Context: an optimization exercise on an open-source flow, tuned for small area, a short achievable clock period and few clock cycles per item. The choices shown serve that exercise and are no tape-out recipe.
Where RTL was checked, it was by simulation tests only, not by an equivalence proof against the original.
Power figures rest on the tool's default switching activity, not on a simulated workload.

## joystick_mouse_button_qualifier_unit
module joystick_mouse_button_qualifier_unit (
    input  logic                                i_clk,
    input  logic                                i_rst_n,
    input  logic                                s_axis_tvalid,
    output logic                                s_axis_tready,
    input  logic [jmbq_pkg::IN_TDATA_W-1:0]     s_axis_tdata,
    output logic                                m_axis_tvalid,
    input  logic                                m_axis_tready,
    output logic [jmbq_pkg::OUT_TDATA_W-1:0]    m_axis_tdata,
    input  logic                                i_cfg_we,
    input  logic [jmbq_pkg::CFG_IDX_W-1:0]      i_cfg_idx,
    input  logic [jmbq_pkg::CFG_DATA_W-1:0]     i_cfg_wdata
);
    localparam int NB = jmbq_pkg::NUM_BTN;
    localparam int TW = jmbq_pkg::TIME_W;
    localparam int SW = jmbq_pkg::SAMPLE_W;
    localparam int KW = jmbq_pkg::KEYS_W;
    localparam int PW = jmbq_pkg::SPEED_W;
    localparam int DW = jmbq_pkg::DZ_W;
    localparam int HW = jmbq_pkg::MS_W;
    localparam int AW = 19;
    localparam int MW = 32;
    localparam int BRW = 10;
    logic [SW-1:0] r_center_x, r_center_y;
    logic [DW-1:0] r_deadzone;
    logic [PW-1:0] r_top_speed;
    logic [HW-1:0] r_debounce_ms, r_long_press_ms;
    always_ff @(posedge i_clk) begin
        if (!i_rst_n) begin
            r_center_x      <= jmbq_pkg::RST_CENTER;
            r_center_y      <= jmbq_pkg::RST_CENTER;
            r_deadzone      <= jmbq_pkg::RST_DEADZONE;
  ...
clock: 10.0 ns
lec_check: 0
cap_margin: 20
core_margin: 2
core_utilization: 40
cts_cluster_diameter: 132
cts_cluster_size: 24
slew_margin: 20
standard.sh (not shown) runs the stock make flow with config.mk's settings and CLKGATE_MAP_FILE= SYNTH_SCRIPT=/design/flow/synth_recipe.tcl, a recipe that flattens the netlist after the stock synthesis.
==> flow/flow/run.sh <==
#!/bin/bash
# Standard synthesis and layout (the standard.sh, unchanged scripts); the
# only difference from the standard flow's own layout is a larger setup slack margin for
# ORFS's repair_timing steps, so that repair keeps improving paths past the
# point where they meet the (unchanged) 10 ns constraint.
set -euo pipefail
cd "$(dirname "$0")/.."
MARGIN=$(cat flow/margin.txt)
bash standard.sh synth > synth_make.log 2>&1
bash standard.sh SETUP_SLACK_MARGIN=$MARGIN finish > layout_make.log 2>&1
==> flow/flow/margin.txt <==
6.55
The first run went through all stages and came out clean.
==> next run, changes <==
--- a/flow/design.v
+++ b/flow/design.v
@@ -117,45 +117,47 @@
         end
     end
     logic [NB-1:0] r_raw_last, r_stable;
     logic [TW-1:0] r_change_time [NB];
     logic [TW-1:0] r_press_start;
     logic          r_press_valid, r_long_done;
-    logic [15:0] r_now_hm1;
-    logic [16:0] r_w_deb, r_w_long;
-    always_ff @(posedge i_clk) begin
-        if (r_en) begin
-            r_now_hm1 <= s_axis_tdata[31:16] - 16'd1;
-            r_w_deb   <= {1'b1, s_axis_tdata[15:0]} - {1'b0, r_debounce_ms} - 17'd1;
-            r_w_long  <= {1'b1, s_axis_tdata[15:0]} - {1'b0, r_long_press_ms};
-        end
-    end
-    function automatic logic f_after(input logic [TW-1:0] now, input logic [15:0] now_hm1,
-                                     input logic [16:0] w, input logic [TW-1:0] then);
-        logic b16, g, lo, hi_zero;
-        b16     = now[15:0] < then[15:0];
-        g       = w[15:0] >= then[15:0];
-        lo      = b16 ? (w[16] | g) : (w[16] & g);
-        hi_zero = b16 ? (now_hm1 == then[31:16]) : (now[31:16] == then[31:16]);
-        f_after = !hi_zero || lo;
+    function automatic logic f_after(input logic [TW-1:0] now, input logic [TW-1:0] then,
+                                     input logic [HW-1:0] lim, input logic or_eq);
+        logic [15:0] nl, nh, tl, th, x, y, hx, hc;
+        logic        b16, lo, eq0, eq1;
+        logic [17:0] s;
+        nl  = now[15:0];
+        nh  = now[31:16];
+        tl  = ~then[15:0];
+        th  = ~then[31:16];
+        b16 = nl < then[15:0];
+        x   = nl ^ tl ^ ~lim;
+        y   = (nl & tl) | (nl & ~lim) | (tl & ~lim);
+        s   = {2'b0, x} + {1'b0, y, or_eq} + 18'd1;
+        lo  = b16 ? (s[17] | s[16]) : s[17];
+        eq0 = (nh == then[31:16]);
+        hx  = nh ^ th;
+        hc  = {nh[14:0] | th[14:0], 1'b0};
+        eq1 = (hx == hc);
+        f_after = !(b16 ? eq1 : eq0) || lo;
     endfunction
     logic [NB-1:0] w_changed, w_acc;
     logic          w_long_hit, w_press;
     logic [1:0]    w_clicks;
     logic [KW-1:0] w_downs, w_ups;
     logic          w_step;
     assign w_step = r_en && r_v0;
     always_comb begin
         for (int b = 0; b < NB; b++) begin
             w_changed[b] = r_raw[b] != r_raw_last[b];
             w_acc[b]     = !w_changed[b] && (r_stable[b] != r_raw[b]) &&
-                           f_after(r_now, r_now_hm1, r_w_deb, r_change_time[b]);
+                           f_after(r_now, r_change_time[b], r_debounce_ms, 1'b0);
         end
         w_press    = w_acc[0] && r_raw[0];
         w_long_hit = !w_acc[0] && r_stable[0] && r_press_valid && !r_long_done &&
-                     f_after(r_now, r_now_hm1, r_w_long, r_press_start);
+                     f_after(r_now, r_press_start, r_long_press_ms, 1'b1);
         w_clicks   = {w_long_hit, w_press};
         w_downs    = w_acc[NB-1:1] & r_raw[NB-1:1];
         w_ups      = w_acc[NB-1:1] & ~r_raw[NB-1:1];
     end
     always_ff @(posedge i_clk) begin
         if (!i_rst_n) begin
=> Synthesized area fell by 3.3%. Combinational power shrinks by 7.9%. Wire length falls by 13%. Die area fell by 3.3%. Non-clock buffer count shrinks by 105. Worst setup slack is better by 0.32 ns. Design area goes down by 6.7%. Hold slack is worse by 0.0052 ns.
No run of this note included a check of the RTL's function; only the layout flow was run.

========
joystick_mouse_button_qualifier_unit, a different RTL version from the one above (not shown whole).
For scale: roughly 4100 cells after synthesis, ~860 flip-flops, about 120 I/O pins.
Design joystick_mouse_button_qualifier_unit, start of the top module:
module joystick_mouse_button_qualifier_unit (
    input  logic                                i_clk,
    input  logic                                i_rst_n,
    input  logic                                s_axis_tvalid,
    output logic                                s_axis_tready,
    input  logic [jmbq_pkg::IN_TDATA_W-1:0]     s_axis_tdata,
    output logic                                m_axis_tvalid,
    input  logic                                m_axis_tready,
    output logic [jmbq_pkg::OUT_TDATA_W-1:0]    m_axis_tdata,
    input  logic                                i_cfg_we,
    input  logic [jmbq_pkg::CFG_IDX_W-1:0]      i_cfg_idx,
    input  logic [jmbq_pkg::CFG_DATA_W-1:0]     i_cfg_wdata
);
clock: 10.0 ns
lec_check: 0
cap_margin: 20
core_margin: 2
core_utilization: 40
cts_cluster_diameter: 132
cts_cluster_size: 24
slew_margin: 20
Scripts as last shown in full above: flow/flow/run.sh, flow/flow/margin.txt
Testbench counts at the start, summed over its fixed seeds: cycles 3,288, polls 3,200.
Next try:
--- a/flow/design.v
+++ b/flow/design.v
@@ -112,57 +112,55 @@
     always_ff @(posedge i_clk) begin
         if (r_en) begin
             r_now <= s_axis_tdata[jmbq_pkg::IN_NOW_LSB +: TW];
             r_raw <= {s_axis_tdata[jmbq_pkg::IN_KEYS_LSB +: KW],
                       s_axis_tdata[jmbq_pkg::IN_STICK_LSB]};
         end
     end
     logic [NB-1:0] r_raw_last, r_stable;
     logic [TW-1:0] r_change_time [NB];
     logic [TW-1:0] r_press_start;
     logic          r_press_valid, r_long_done;
-    function automatic logic f_after(input logic [TW-1:0] now, input logic [TW-1:0] then,
-                                     input logic [HW-1:0] lim, input logic or_eq);
-        logic [15:0] nl, nh, tl, th, x, y, hx, hc;
-        logic        b16, lo, eq0, eq1;
-        logic [17:0] s;
-        nl  = now[15:0];
-        nh  = now[31:16];
-        tl  = ~then[15:0];
-        th  = ~then[31:16];
-        b16 = nl < then[15:0];
-        x   = nl ^ tl ^ ~lim;
-        y   = (nl & tl) | (nl & ~lim) | (tl & ~lim);
-        s   = {2'b0, x} + {1'b0, y, or_eq} + 18'd1;
-        lo  = b16 ? (s[17] | s[16]) : s[17];
-        eq0 = (nh == then[31:16]);
-        hx  = nh ^ th;
-        hc  = {nh[14:0] | th[14:0], 1'b0};
-        eq1 = (hx == hc);
-        f_after = !(b16 ? eq1 : eq0) || lo;
+    logic [15:0] r_now_hm1;
+    logic [16:0] r_w_deb, r_w_long;
+    always_ff @(posedge i_clk) begin
+        if (r_en) begin
+            r_now_hm1 <= s_axis_tdata[31:16] - 16'd1;
+            r_w_deb   <= {1'b1, s_axis_tdata[15:0]} - {1'b0, r_debounce_ms} - 17'd1;
+            r_w_long  <= {1'b1, s_axis_tdata[15:0]} - {1'b0, r_long_press_ms};
+        end
+    end
+    function automatic logic f_after(input logic [TW-1:0] now, input logic [15:0] now_hm1,
+                                     input logic [16:0] w, input logic [TW-1:0] then);
+        logic b16, g, lo, hi_zero;
+        b16     = now[15:0] < then[15:0];
+        g       = w[15:0] >= then[15:0];
+        lo      = b16 ? (w[16] | g) : (w[16] & g);
+        hi_zero = b16 ? (now_hm1 == then[31:16]) : (now[31:16] == then[31:16]);
+        f_after = !hi_zero || lo;
     endfunction
     logic [NB-1:0] w_changed, w_acc;
     logic          w_long_hit, w_press;
     logic [1:0]    w_clicks;
     logic [KW-1:0] w_downs, w_ups;
     logic          w_step;
     assign w_step = r_en && r_v0;
     always_comb begin
         for (int b = 0; b < NB; b++) begin
             w_changed[b] = r_raw[b] != r_raw_last[b];
             w_acc[b]     = !w_changed[b] && (r_stable[b] != r_raw[b]) &&
-                           f_after(r_now, r_change_time[b], r_debounce_ms, 1'b0);
+                           f_after(r_now, r_now_hm1, r_w_deb, r_change_time[b]);
         end
         w_press    = w_acc[0] && r_raw[0];
         w_long_hit = !w_acc[0] && r_stable[0] && r_press_valid && !r_long_done &&
-                     f_after(r_now, r_press_start, r_long_press_ms, 1'b1);
+                     f_after(r_now, r_now_hm1, r_w_long, r_press_start);
         w_clicks   = {w_long_hit, w_press};
         w_downs    = w_acc[NB-1:1] & r_raw[NB-1:1];
         w_ups      = w_acc[NB-1:1] & ~r_raw[NB-1:1];
     end
     always_ff @(posedge i_clk) begin
         if (!i_rst_n) begin
             r_raw_last    <= '1;
             r_stable      <= '1;
             r_press_valid <= 1'b0;
             r_long_done   <= 1'b0;
         end else if (w_step) begin
=> Power climbs by 2.2%. Routed wire length came out higher by 3.0%. Worst setup slack got worse by 0.24 ns. Maximum frequency fell by 6.5%. Clock-buffer cell count grows by 4. Non-clock buffer count goes down by 14. Sequential power came out higher by 6.5%. Design area came out higher by 3.1%. Die area rises by 2.5%.
The RTL of the second run of this note was laid out without a check of its function.

static timing again, ports no longer ideal:
Ports are ideal in the flow. The routed layouts listed here were re-timed in OpenROAD. Step 1 (the two cells are an assumption about what drives the block):
set clk [get_ports {i_clk}]
set_driving_cell -lib_cell sky130_fd_sc_hd__clkbuf_16 $clk
set_driving_cell -lib_cell sky130_fd_sc_hd__buf_2 [delete_from_list [all_inputs] $clk]
Step 2 moves the port delays by t, midway between the first and last clock arrival at a register: inputs arrive t later, outputs are due t later. That takes back most of the time a late clock gives input paths. a / b / c = no drivers / after step 1 / after step 2; a / b = the first two.
run	t (ns)	slack for setup (ns)	latest minus earliest clock arrival (ns)	pins driven straight from the clock port
the first run of note 1	0.750	6.216 / 6.217 / 5.535	0.036 / 0.036	1
the second run of note 1	0.722	6.540 / 6.540 / 6.058	0.056 / 0.056	1
the first run of note 2	0.712	6.553 / 6.553 / 6.033	0.059 / 0.059	1
the second run of note 2	0.737	6.313 / 6.341 / 5.604	0.045 / 0.044	1
After both steps every run listed still meets setup and hold. For the second run of note 2, which loses most, drivers alone change the setup slack by +0.028 ns; drivers and shift together by -0.709 ns.
